From an optimization exercise on the open Yosys and OpenROAD flow, aimed at small area, a short achievable clock period and few clock cycles; shortcuts taken in it are not production practice. Function was checked by simulation only, so behaviour that the tests miss may differ from the original. Power figures rest on the tool's default switching activity, not on a simulated workload.

===== design/flow/design.v =====
`timescale 1ns/1ps
package char_draw_pkg;
    localparam int GLYPH_COLS = 5;
    localparam int GLYPH_ROWS = 9;
    localparam int BOX_COLS = GLYPH_COLS + 1;
    localparam int BOX_ROWS = GLYPH_ROWS + 1;
    typedef logic [9:0]  pixel_x_t;       
    typedef logic [8:0]  pixel_y_t;       
    typedef logic [18:0] vga_addr_t;      
    typedef logic [7:0]  color_id_t;      
    typedef logic [7:0]  char_code_t;
    typedef logic [3:0]  glyph_size_t;    
    typedef logic [GLYPH_COLS-1:0] glyph_row_t;
    typedef logic [GLYPH_ROWS*GLYPH_COLS-1:0] glyph_bitmap_t;
    typedef enum logic [1:0] {
        MODE_PLACE    = 2'd0,    
        MODE_STYLE    = 2'd1,    
        MODE_FULL     = 2'd2,
        MODE_FULL_ALT = 2'd3
    } cmd_mode_e;
endpackage
`timescale 1ns/1ps
module draw_cmd_regs (
    input  logic                       clk,
    input  logic                       rst,
    input  char_draw_pkg::pixel_x_t    x,
    input  char_draw_pkg::pixel_y_t    y,
    input  char_draw_pkg::char_code_t  code,
    input  char_draw_pkg::glyph_size_t size,
    input  logic [1:0]                 mode,
    input  char_draw_pkg::color_id_t   idata_fg,
    input  char_draw_pkg::color_id_t   idata_bg,
    input  logic                       idata_vld,
    input  logic                       busy,
    output char_draw_pkg::pixel_x_t    origin_x,
    output char_draw_pkg::pixel_y_t    origin_y,
    output char_draw_pkg::char_code_t  char_code,
    output char_draw_pkg::glyph_size_t glyph_size,
    output char_draw_pkg::color_id_t   fg_color,
    output char_draw_pkg::color_id_t   bg_color,
    output logic                       start
);
    char_draw_pkg::cmd_mode_e cmd_mode;
    logic      accept;
    assign cmd_mode = char_draw_pkg::cmd_mode_e'(mode);
    assign accept   = idata_vld && !busy && !start;    
    always_ff @(posedge clk) begin
        if (rst) begin
            origin_x   <= '0;
            origin_y   <= '0;
            char_code  <= '0;
            glyph_size <= '0;
            fg_color   <= '0;
            bg_color   <= '0;
            start      <= 1'b0;
        end else begin
            start <= accept && (cmd_mode != char_draw_pkg::MODE_PLACE);
            if (accept) begin
                case (cmd_mode)
                    char_draw_pkg::MODE_PLACE: begin
                        char_code <= code;
                        origin_x  <= x;
                        origin_y  <= y;
                    end
                    char_draw_pkg::MODE_STYLE: begin
                        glyph_size <= size;
                        fg_color   <= idata_fg;
                        bg_color   <= idata_bg;
                    end
                    char_draw_pkg::MODE_FULL, char_draw_pkg::MODE_FULL_ALT: begin
                        char_code  <= code;
                        origin_x   <= x;
                        origin_y   <= y;
                        glyph_size <= size;
                        fg_color   <= idata_fg;
                        bg_color   <= idata_bg;
                    end
                endcase
            end
        end
    end
endmodule
`timescale 1ns/1ps
module glyph_rom (
    input  logic                         clk,
    input  char_draw_pkg::char_code_t    char_code,
    output char_draw_pkg::glyph_bitmap_t bitmap
);
    always_ff @(posedge clk) begin
        case (char_code)
            8'h30: bitmap <= {5'b01110, 5'b10001, 5'b10001, 5'b10001, 5'b10001,
                              5'b10001, 5'b10001, 5'b10001, 5'b01110};   
            8'h31: bitmap <= {5'b00100, 5'b01100, 5'b00100, 5'b00100, 5'b00100,
                              5'b00100, 5'b00100, 5'b00100, 5'b01110};   
            8'h32: bitmap <= {5'b01110, 5'b10001, 5'b10001, 5'b00001, 5'b00010,
                              5'b00100, 5'b01000, 5'b10000, 5'b11111};   
            8'h33: bitmap <= {5'b01110, 5'b10001, 5'b10001, 5'b00001, 5'b00110,
                              5'b00001, 5'b10001, 5'b10001, 5'b01110};   
            8'h34: bitmap <= {5'b00010, 5'b00110, 5'b00110, 5'b01010, 5'b01010,
                              5'b10010, 5'b11111, 5'b00010, 5'b00010};   
            8'h35: bitmap <= {5'b11111, 5'b10000, 5'b10000, 5'b11110, 5'b10001,
                              5'b00001, 5'b00001, 5'b10001, 5'b01110};   
            8'h36: bitmap <= {5'b00110, 5'b01000, 5'b10000, 5'b11110, 5'b10001,
                              5'b10001, 5'b10001, 5'b10001, 5'b01110};   
            8'h37: bitmap <= {5'b11111, 5'b10001, 5'b00001, 5'b00010, 5'b00010,
                              5'b00010, 5'b00100, 5'b00100, 5'b00100};   
            8'h38: bitmap <= {5'b01110, 5'b10001, 5'b10001, 5'b10001, 5'b01110,
                              5'b10001, 5'b10001, 5'b10001, 5'b01110};   
            8'h39: bitmap <= {5'b01110, 5'b10001, 5'b10001, 5'b10001, 5'b01111,
                              5'b00001, 5'b00001, 5'b00010, 5'b01100};   
            8'h3A: bitmap <= {5'b00000, 5'b00000, 5'b00100, 5'b00000, 5'b00000,
                              5'b00000, 5'b00000, 5'b00100, 5'b00000};   
            8'h41: bitmap <= {5'b00100, 5'b01010, 5'b10001, 5'b10001, 5'b11111,
                              5'b10001, 5'b10001, 5'b10001, 5'b10001};   
            8'h43: bitmap <= {5'b01110, 5'b10001, 5'b10000, 5'b10000, 5'b10000,
                              5'b10000, 5'b10000, 5'b10001, 5'b01110};   
            8'h44: bitmap <= {5'b11110, 5'b10001, 5'b10001, 5'b10001, 5'b10001,
                              5'b10001, 5'b10001, 5'b10001, 5'b11110};   
            8'h45: bitmap <= {5'b11111, 5'b10000, 5'b10000, 5'b10000, 5'b11111,
                              5'b10000, 5'b10000, 5'b10000, 5'b11111};   
            8'h47: bitmap <= {5'b01110, 5'b10001, 5'b10000, 5'b10000, 5'b10000,
                              5'b10111, 5'b10001, 5'b10011, 5'b01101};   
            8'h49: bitmap <= {5'b01110, 5'b00100, 5'b00100, 5'b00100, 5'b00100,
                              5'b00100, 5'b00100, 5'b00100, 5'b01110};   
            8'h4B: bitmap <= {5'b10001, 5'b10010, 5'b10100, 5'b11000, 5'b11000,
                              5'b10100, 5'b10010, 5'b10001, 5'b10001};   
            8'h4C: bitmap <= {5'b10000, 5'b10000, 5'b10000, 5'b10000, 5'b10000,
                              5'b10000, 5'b10000, 5'b10000, 5'b11111};   
            8'h4D: bitmap <= {5'b10001, 5'b11011, 5'b10101, 5'b10001, 5'b10001,
                              5'b10001, 5'b10001, 5'b10001, 5'b10001};   
            8'h4E: bitmap <= {5'b10001, 5'b11001, 5'b10101, 5'b10011, 5'b10001,
                              5'b10001, 5'b10001, 5'b10001, 5'b10001};   
            8'h4F: bitmap <= {5'b01110, 5'b10001, 5'b10001, 5'b10001, 5'b10001,
                              5'b10001, 5'b10001, 5'b10001, 5'b01110};   
            8'h50: bitmap <= {5'b11110, 5'b10001, 5'b10001, 5'b10001, 5'b11110,
                              5'b10000, 5'b10000, 5'b10000, 5'b10000};   
            8'h52: bitmap <= {5'b11110, 5'b10001, 5'b10001, 5'b10001, 5'b11110,
                              5'b10100, 5'b10010, 5'b10001, 5'b10001};   
            8'h53: bitmap <= {5'b01110, 5'b10001, 5'b10000, 5'b11000, 5'b01110,
                              5'b00011, 5'b00001, 5'b10001, 5'b01110};   
            8'h54: bitmap <= {5'b11111, 5'b00100, 5'b00100, 5'b00100, 5'b00100,
                              5'b00100, 5'b00100, 5'b00100, 5'b00100};   
            8'h56: bitmap <= {5'b10001, 5'b10001, 5'b10001, 5'b10001, 5'b10001,
                              5'b10001, 5'b10001, 5'b01010, 5'b00100};   
            8'h59: bitmap <= {5'b10001, 5'b10001, 5'b01010, 5'b01010, 5'b00100,
                              5'b00100, 5'b00100, 5'b00100, 5'b00100};   
            default: bitmap <= {40'd0, 5'b01111};                         
        endcase
    end
endmodule
`timescale 1ns/1ps
module glyph_hit (
    input  logic                         clk,
    input  char_draw_pkg::pixel_x_t      origin_x,
    input  char_draw_pkg::pixel_y_t      origin_y,
    input  char_draw_pkg::glyph_size_t   glyph_size,
    input  char_draw_pkg::glyph_bitmap_t bitmap,
    input  char_draw_pkg::pixel_x_t      scan_x,
    input  char_draw_pkg::pixel_y_t      scan_y,
    output logic                         fg_hit
);
    logic [4:0]              scale;
    char_draw_pkg::pixel_x_t                col_edge [char_draw_pkg::GLYPH_COLS+1];    
    char_draw_pkg::pixel_y_t                row_edge [char_draw_pkg::GLYPH_ROWS+1];
    logic [char_draw_pkg::GLYPH_COLS-1:0]   in_col;
    logic [char_draw_pkg::GLYPH_ROWS-1:0]   in_row;
    assign scale = {1'b0, glyph_size} + 5'd1;
    always_ff @(posedge clk) begin
        for (int k = 0; k <= char_draw_pkg::GLYPH_COLS; k++) begin
            col_edge[k] <= origin_x + char_draw_pkg::pixel_x_t'(k + 1) * char_draw_pkg::pixel_x_t'(scale);
        end
        for (int k = 0; k <= char_draw_pkg::GLYPH_ROWS; k++) begin
            row_edge[k] <= origin_y + char_draw_pkg::pixel_y_t'(k + 1) * char_draw_pkg::pixel_y_t'(scale);
        end
    end
    always_comb begin
        for (int j = 0; j < char_draw_pkg::GLYPH_COLS; j++) begin
            in_col[j] = (scan_x >= col_edge[j]) && (scan_x < col_edge[j+1]);
        end
        for (int i = 0; i < char_draw_pkg::GLYPH_ROWS; i++) begin
            in_row[i] = (scan_y >= row_edge[i]) && (scan_y < row_edge[i+1]);
        end
    end
    always_comb begin
        char_draw_pkg::glyph_row_t row_bits;
        fg_hit = 1'b0;
        for (int i = 0; i < char_draw_pkg::GLYPH_ROWS; i++) begin
            row_bits = bitmap[(char_draw_pkg::GLYPH_ROWS-1-i)*char_draw_pkg::GLYPH_COLS +: char_draw_pkg::GLYPH_COLS];
            for (int j = 0; j < char_draw_pkg::GLYPH_COLS; j++) begin
                fg_hit = fg_hit | (row_bits[char_draw_pkg::GLYPH_COLS-1-j] & in_col[j] & in_row[i]);
            end
        end
    end
endmodule
`timescale 1ns/1ps
module char_scanner #(
    parameter int SCREEN_W = 640,
    parameter int SCREEN_H = 480
) (
    input  logic                       clk,
    input  logic                       rst,
    input  logic                       start,
    input  char_draw_pkg::pixel_x_t    origin_x,
    input  char_draw_pkg::pixel_y_t    origin_y,
    input  char_draw_pkg::glyph_size_t glyph_size,
    output char_draw_pkg::pixel_x_t    scan_x,
    output char_draw_pkg::pixel_y_t    scan_y,
    output logic                       scan_wren,
    output logic                       busy,
    output logic                       done
);
    localparam int XW = $clog2(SCREEN_W);
    localparam int YW = $clog2(SCREEN_H);
    typedef logic [XW-1:0] corner_x_t;
    typedef logic [YW-1:0] corner_y_t;
    typedef enum logic [1:0] {
        IDLE,
        SETUP,     
        SCAN,
        FINISH
    } state_e;
    state_e    state;
    logic [4:0] scale;
    char_draw_pkg::pixel_x_t  box_w;
    char_draw_pkg::pixel_y_t  box_h;
    corner_x_t x1;
    corner_y_t y1;
    logic      row_end;
    logic      box_end;
    assign scale   = {1'b0, glyph_size} + 5'd1;
    assign box_w   = char_draw_pkg::pixel_x_t'(char_draw_pkg::BOX_COLS) * char_draw_pkg::pixel_x_t'(scale);
    assign box_h   = char_draw_pkg::pixel_y_t'(char_draw_pkg::BOX_ROWS) * char_draw_pkg::pixel_y_t'(scale);
    assign row_end = scan_x == char_draw_pkg::pixel_x_t'(x1);
    assign box_end = row_end && (scan_y == char_draw_pkg::pixel_y_t'(y1));
    always_ff @(posedge clk) begin
        if (rst) begin
            state <= IDLE;
        end else begin
            case (state)
                IDLE: begin
                    if (start) begin
                        state <= SETUP;
                    end
                end
                SETUP: state <= SCAN;
                SCAN: begin
                    if (box_end) begin
                        state <= FINISH;
                    end
                end
                FINISH: state <= IDLE;
            endcase
        end
    end
    always_ff @(posedge clk) begin
        if (state == IDLE && start) begin
            scan_x <= origin_x;
            scan_y <= origin_y;
            x1     <= corner_x_t'(origin_x + box_w - char_draw_pkg::pixel_x_t'(1));
            y1     <= corner_y_t'(origin_y + box_h - char_draw_pkg::pixel_y_t'(1));
        end else if (state == SCAN) begin
            if (row_end) begin
                scan_x <= origin_x;                 
                scan_y <= scan_y + char_draw_pkg::pixel_y_t'(1);
            end else begin
                scan_x <= scan_x + char_draw_pkg::pixel_x_t'(1);
            end
        end
    end
    assign scan_wren = state == SCAN;
    assign busy      = state != IDLE;
    assign done      = state == FINISH;
endmodule
`timescale 1ns/1ps
module pixel_writer #(
    parameter int SCREEN_W = 640
) (
    input  logic                     clk,
    input  logic                     rst,
    input  char_draw_pkg::pixel_x_t  scan_x,
    input  char_draw_pkg::pixel_y_t  scan_y,
    input  logic                     scan_wren,
    input  logic                     fg_hit,
    input  char_draw_pkg::color_id_t fg_color,
    input  char_draw_pkg::color_id_t bg_color,
    input  logic                     done,
    output char_draw_pkg::vga_addr_t oaddr,
    output char_draw_pkg::color_id_t odata,
    output logic                     owren,
    output logic                     odone
);
    char_draw_pkg::vga_addr_t addr;
    assign addr = char_draw_pkg::vga_addr_t'(scan_y) * char_draw_pkg::vga_addr_t'(SCREEN_W) + char_draw_pkg::vga_addr_t'(scan_x);
    always_ff @(posedge clk) begin
        if (rst) begin
            oaddr <= '0;
            odata <= '0;
            owren <= 1'b0;
            odone <= 1'b0;
        end else begin
            oaddr <= scan_wren ? addr : '0;                            
            odata <= scan_wren ? (fg_hit ? fg_color : bg_color) : '0;
            owren <= scan_wren;
            odone <= done;                                             
        end
    end
endmodule
`timescale 1ns/1ps
module char_draw_top #(
    parameter int SCREEN_W = 640,
    parameter int SCREEN_H = 480
) (
    input  logic                       clk,
    input  logic                       rst,
    input  char_draw_pkg::pixel_x_t    x,
    input  char_draw_pkg::pixel_y_t    y,
    input  char_draw_pkg::char_code_t  code,
    input  char_draw_pkg::glyph_size_t size,
    input  logic [1:0]                 mode,
    input  char_draw_pkg::color_id_t   idata_fg,
    input  char_draw_pkg::color_id_t   idata_bg,
    input  logic                       idata_vld,
    output logic                       odone,
    output char_draw_pkg::vga_addr_t   oaddr,
    output char_draw_pkg::color_id_t   odata,
    output logic                       owren
);
    char_draw_pkg::pixel_x_t      origin_x;
    char_draw_pkg::pixel_y_t      origin_y;
    char_draw_pkg::char_code_t    char_code;
    char_draw_pkg::glyph_size_t   glyph_size;
    char_draw_pkg::color_id_t     fg_color;
    char_draw_pkg::color_id_t     bg_color;
    logic          start;
    char_draw_pkg::glyph_bitmap_t bitmap;
    char_draw_pkg::pixel_x_t      scan_x;
    char_draw_pkg::pixel_y_t      scan_y;
    logic          scan_wren;
    logic          busy;
    logic          done;
    logic          fg_hit;
    draw_cmd_regs u_cmd_regs (
        .clk        (clk),
        .rst        (rst),
        .x          (x),
        .y          (y),
        .code       (code),
        .size       (size),
        .mode       (mode),
        .idata_fg   (idata_fg),
        .idata_bg   (idata_bg),
        .idata_vld  (idata_vld),
        .busy       (busy),
        .origin_x   (origin_x),
        .origin_y   (origin_y),
        .char_code  (char_code),
        .glyph_size (glyph_size),
        .fg_color   (fg_color),
        .bg_color   (bg_color),
        .start      (start)
    );
    glyph_rom u_glyph_rom (
        .clk       (clk),
        .char_code (char_code),
        .bitmap    (bitmap)
    );
    glyph_hit u_glyph_hit (
        .clk        (clk),
        .origin_x   (origin_x),
        .origin_y   (origin_y),
        .glyph_size (glyph_size),
        .bitmap     (bitmap),
        .scan_x     (scan_x),
        .scan_y     (scan_y),
        .fg_hit     (fg_hit)
    );
    char_scanner #(
        .SCREEN_W (SCREEN_W),
        .SCREEN_H (SCREEN_H)
    ) u_scanner (
        .clk        (clk),
        .rst        (rst),
        .start      (start),
        .origin_x   (origin_x),
        .origin_y   (origin_y),
        .glyph_size (glyph_size),
        .scan_x     (scan_x),
        .scan_y     (scan_y),
        .scan_wren  (scan_wren),
        .busy       (busy),
        .done       (done)
    );
    pixel_writer #(
        .SCREEN_W (SCREEN_W)
    ) u_writer (
        .clk       (clk),
        .rst       (rst),
        .scan_x    (scan_x),
        .scan_y    (scan_y),
        .scan_wren (scan_wren),
        .fg_hit    (fg_hit),
        .fg_color  (fg_color),
        .bg_color  (bg_color),
        .done      (done),
        .oaddr     (oaddr),
        .odata     (odata),
        .owren     (owren),
        .odone     (odone)
    );
endmodule

===== design/flow/run.sh =====
#!/bin/bash
# synth_recipe.tcl (not shown) runs the flow's synth.tcl, then flattens the netlist and writes it again
# the make line also repeats each setting of config.mk as NAME=value (left out here)
make -C /OpenROAD-flow-scripts/flow DESIGN_CONFIG=/design/flow/config.mk WORK_HOME=/design/flow/orfs CLKGATE_MAP_FILE= SYNTH_SCRIPT=/design/flow/synth_recipe.tcl finish

===== design/flow/config.mk =====
export PLATFORM = sky130hd
export DESIGN_NAME = char_draw_top
export DESIGN_NICKNAME = char_draw_top
export VERILOG_FILES = /design/flow/design.v
export SDC_FILE = /design/flow/constraint.sdc
export NUM_CORES = 4
export LEC_CHECK = 0
export CAP_MARGIN = 20
export CORE_MARGIN = 2
export CORE_UTILIZATION = 40
export SLEW_MARGIN = 20
export SYNTH_MEMORY_MAX_BITS = 16384

===== design/flow/constraint.sdc =====
create_clock -name core_clock -period 5.0 [get_ports {clk}]
set_input_delay 1.0000 -clock core_clock [delete_from_list [all_inputs] [get_ports {clk}]]
set_output_delay 1.0000 -clock core_clock [all_outputs]
set_load 0.01 [all_outputs]

==> results.json <==
{
  "status": "no timing/DRC/antenna violations",
  "crit_type": "register to register",
  "grt_pass1_vias": 14700,
  "fillers": 4370,
  "cts_tree": "yes",
  "synth_edf_count": 38,
  "hold_path_class": "register to register",
  "finalWorstSetupSlack_ns": 0.782,
  "layout_commonest_cell": "ha_1",
  "r2r_slack_ns": 0.78,
  "final_hold_viol_count": 0,
  "drtPass1Iterations": 6,
  "nNetsFinal": 2507,
  "area_growth_syn_to_layout_pct": 15.1,
  "core_um2": 45200,
  "critPathTopFamily": "adder cells",
  "fin_cells": 2789,
  "async_reset_ff_share_pct": 0,
  "avgSynthCellArea_um2": 8.83,
  "grt_use_total_pct": 22.0,
  "crit_path_end": "u_scanner.x1[9]",
  "internal_power_mw": 5.85,
  "finish.utilization_pct": 46.5,
  "drv_slew": 0,
  "grt_max_degree": 65,
  "ios": 81,
  "worst-path-stages": 14,
  "switchingPower_mw": 3.43,
  "syn-num-nets": 2411,
  "timing.rr.end": "u_scanner.x1[9]",
  "dpl.hpwl_um": 39000,
  "syn_inst": 2068,
  "cts_buffers": 36,
  "ys_seq_elements": 290,
  "cp_slowest_cell": "dfxtp_1",
  "ant_nets": 0,
  "htree_levels": 2,
  "r2r-start": "u_cmd_regs.glyph_size[0]",
  "root_buffer": "clkbuf_16",
  "antenna_cells": 0,
  "cp-end-kind": "register",
  "synth_warnings": 7,
  "clock_latency_ns": 0.52,
  "drive_above_1_share_pct": 4.93,
  "drt_iter0_markers": 1081,
  "avgRoutedWirePerCell_um": 18.5,
  "dpl.cell_count": 2726,
  "numClockSinks": 290,
  "period_share_pct": 84.4,
  "startpoint_type": "register",
  "clockBufferDepth": 3,
  "period_minus_slack_ns": 4.22,
  "port_buffers": 80,
  "r2r_cells": 14,
  "max_cap_violations": 0,
  "routed_wl_um": 51700,
  "final_cell_mix": "ha_1, dfxtp_1, a21oi_1",
  "clock-skew-final_ns": 0.0194,
  "clk_pin_slew_worst_paths_ns": 0.06,
  "tightest_slew_ns": 1.09,
  "p_per_area_nw_per_um2": 442,
  "dp_slack_ns": 0.827,
  "placed_area_um2": 19900,
  "maxSlewHeadroom_pct": 27.2,
  "cts_resized": 0,
  "switching_share_pct": 37.0,
  "power_leakage_nw": 9.24,
  "critPathArrivalTime_ns": 4.48,
  "peakVddDrop_uv": 246,
  "startpoint": "u_cmd_regs.glyph_size[0]",
  "pwr-share-seq_pct": 33.9,
  "power_frac_comb_pct": 38.7,
  "hold_buffers": 0,
  "power_mw": 9.28,
  "rows": 78,
  "cts_setup_buffers": 0,
  "critical_path.most_common_cell": "ha_1",
  "path_cells": "inv_1 > ha_1 > inv_1 > ha_1 > a21o_1 > a21o_1 > xor2_1 > ha_1 > a21oi_1 > o21bai_1 > a21oi_1 > xnor2_1 > nor4_1 > xor2_1",
  "fin_hold_ws_ns": 0.450,
  "clkPwrFrac_pct": 27.4,
  "cpPeakStageDelay_ns": 0.45,
  "tns_ns": 0,
  "antenna_found_initial": 0,
  "fmax_ghz": 0.237,
  "initial_core_util_pct": 40.4,
  "synth_ff_type": "dfxtp_1",
  "fp.dieArea_um2": 47400,
  "ys_types": 65,
  "cp_num_buf_inv": 2,
  "required_ns": 5.26,
  "die_w_um": 218,
  "place.gp.congestion": 0.905,
  "grt_pass1_wl_um": 81300,
  "ys_seq_area_share_pct": 33.9,
  "final_cell_area_um2": 21000,
  "overflow": 0,
  "drc": 0,
  "rsz0062_at_grt": "false",
  "synth_area_um2": 18300,
  "num_vias": 14800,
  "worstPathMaxFanout": 10,
  "die_h_um": 218,
  "setup_viol": 0,
  "viasPerCell": 5.30
}
worst register-to-register path, cell delays in order (launching register included):
cell and delay [ns]:
dfxtp_1 0.45, inv_1 0.30, ha_1 0.44, inv_1 0.38
ha_1 0.32, a21o_1 0.15, a21o_1 0.19, xor2_1 0.37
ha_1 0.36, a21oi_1 0.24, o21bai_1 0.09, a21oi_1 0.18
xnor2_1 0.13, nor4_1 0.25, xor2_1 0.11
how the worst min path moves through the flow:
stage,endpoint,startpoint,slack [ns],depth (start not counted)
after floorplan,u_glyph_hit.col_edge[1][0],u_cmd_regs.origin_x[0],0.38,0
after global placement,u_writer.odata[0],u_cmd_regs.fg_color[0],0.44,2
after detailed placement,u_cmd_regs.fg_color[5],u_cmd_regs.fg_color[5],0.45,2
after CTS,u_writer.odata[1],u_cmd_regs.fg_color[1],0.45,2
after global routing,u_cmd_regs.bg_color[2],u_cmd_regs.bg_color[2],0.47,2
final,u_writer.odata[1],u_cmd_regs.fg_color[1],0.45,2
power groups by stage:
stage	Clock, mW	Combinational (mW)	Sequential (mW)
global placement	0	3.46	3.18
finish	2.55	3.59	3.14
detailed placement	0	3.55	3.19
floorplan	0	2.54	3.12
CTS	2.58	3.58	3.14
global route	2.70	4.03	3.19
cells by family after synthesis:
family	Yosys count	synth area share [%]
AOI/OAI and AO/OA	498	16.9
muxes	17	0.952
adders and majority gates	291	20.9
and+or+nand+nor	504	12.6
DFF	290	33.9
buffers and inverters	285	5.94
xor gates and xnor gates	183	8.78
synthesized netlist by cell type (all sizes together), types with 5 or more instances:
master	number	share of area (%)
ha	267	18
dfxtp	252	28
a21oi	227	6.2
inv	224	4.6
nand2	221	4.5
xnor2	117	5.6
nor2	111	2.3
o21ai	72	2.0
xor2	66	3.2
clkbuf	53	1.1
a21o	44	1.8
o21bai	43	1.8
edfxtp	38	6.2
nor2b	33	1.1
nand3	30	0.82
fa	24	2.6
nand2b	23	0.79
nand4	18	0.62
nor3	17	0.47
o21a	16	0.66
a211oi	14	0.66
mux2i	14	0.77
and2	13	0.45
o22ai	12	0.41
and3	10	0.34
a222oi	9	0.49
buf	8	0.25
nor3b	8	0.33
a211o	7	0.34
a31oi	7	0.24
a22oi	6	0.25
o211ai	6	0.27
or3	5	0.17
routing by layer:
metal  up-vias  wire length (um)  track usage [%]
li1       7261                 -                -
met1      7056             23500             29.4
met2       391             23900             36.6
met3        84              3100             3.61
met4         0              1220             5.84
met5         -                 0                0
state kept, by name, indices dropped and copies added, names as in the netlist:
| signal | flops |
|---|---|
| u_glyph_hit.row_edge | 75 |
| u_glyph_hit.col_edge | 54 |
| u_glyph_rom.bitmap | 44 |
| u_writer.oaddr | 19 |
| u_cmd_regs.origin_x | 10 |
| u_scanner.scan_x | 10 |
| u_scanner.x1 | 10 |
| u_cmd_regs.origin_y | 9 |
| u_scanner.scan_y | 9 |
| u_scanner.y1 | 9 |
| u_cmd_regs.bg_color | 8 |
| u_cmd_regs.char_code | 8 |
| u_cmd_regs.fg_color | 8 |
| u_writer.odata | 8 |
| u_cmd_regs.glyph_size | 4 |
| u_scanner.state | 2 |
| u_cmd_regs.start | 1 |
| u_writer.odone | 1 |
| u_writer.owren | 1 |
layout make-up:
cell class | count | area [um^2] | area share [%]
clock buffer | 57 | 1090 | 5.20
inverter | 224 | 841 | 4.00
multi-input combinational | 1493 | 11000 | 52.3
sequential | 290 | 6190 | 29.4
timing repair buffer | 119 | 1090 | 5.18
tap | 600 | 751 | 3.57
clock inverter | 6 | 62.6 | 0.298
Testbench counts, summed over its fixed seeds: cycles 175,420.

static timing again, ports no longer ideal:
The flow's constraints put no driver on any port. The routed layout listed below was extracted and timed again, unchanged, in two steps. Step 1 (the two cells are an assumption about what drives the block):
set clk [get_ports {clk}]
set_driving_cell -lib_cell sky130_fd_sc_hd__clkbuf_16 $clk
set_driving_cell -lib_cell sky130_fd_sc_hd__buf_2 [delete_from_list [all_inputs] $clk]
Step 2 also shifts input and output timing later by t, the mid clock arrival at the registers, as if the neighbouring blocks saw the same clock. a / b / c = ideal / step 1 / step 2; a / b = the first two.
shift t [ns]: 0.570
slack for setup (ns): 0.782 / 0.782 / 0.782
latest minus earliest clock arrival (ns): 0.021 / 0.021
After both steps this run still meets setup and hold. For this run, drivers alone change the setup slack by 0.000 ns; drivers and shift together by 0.000 ns.
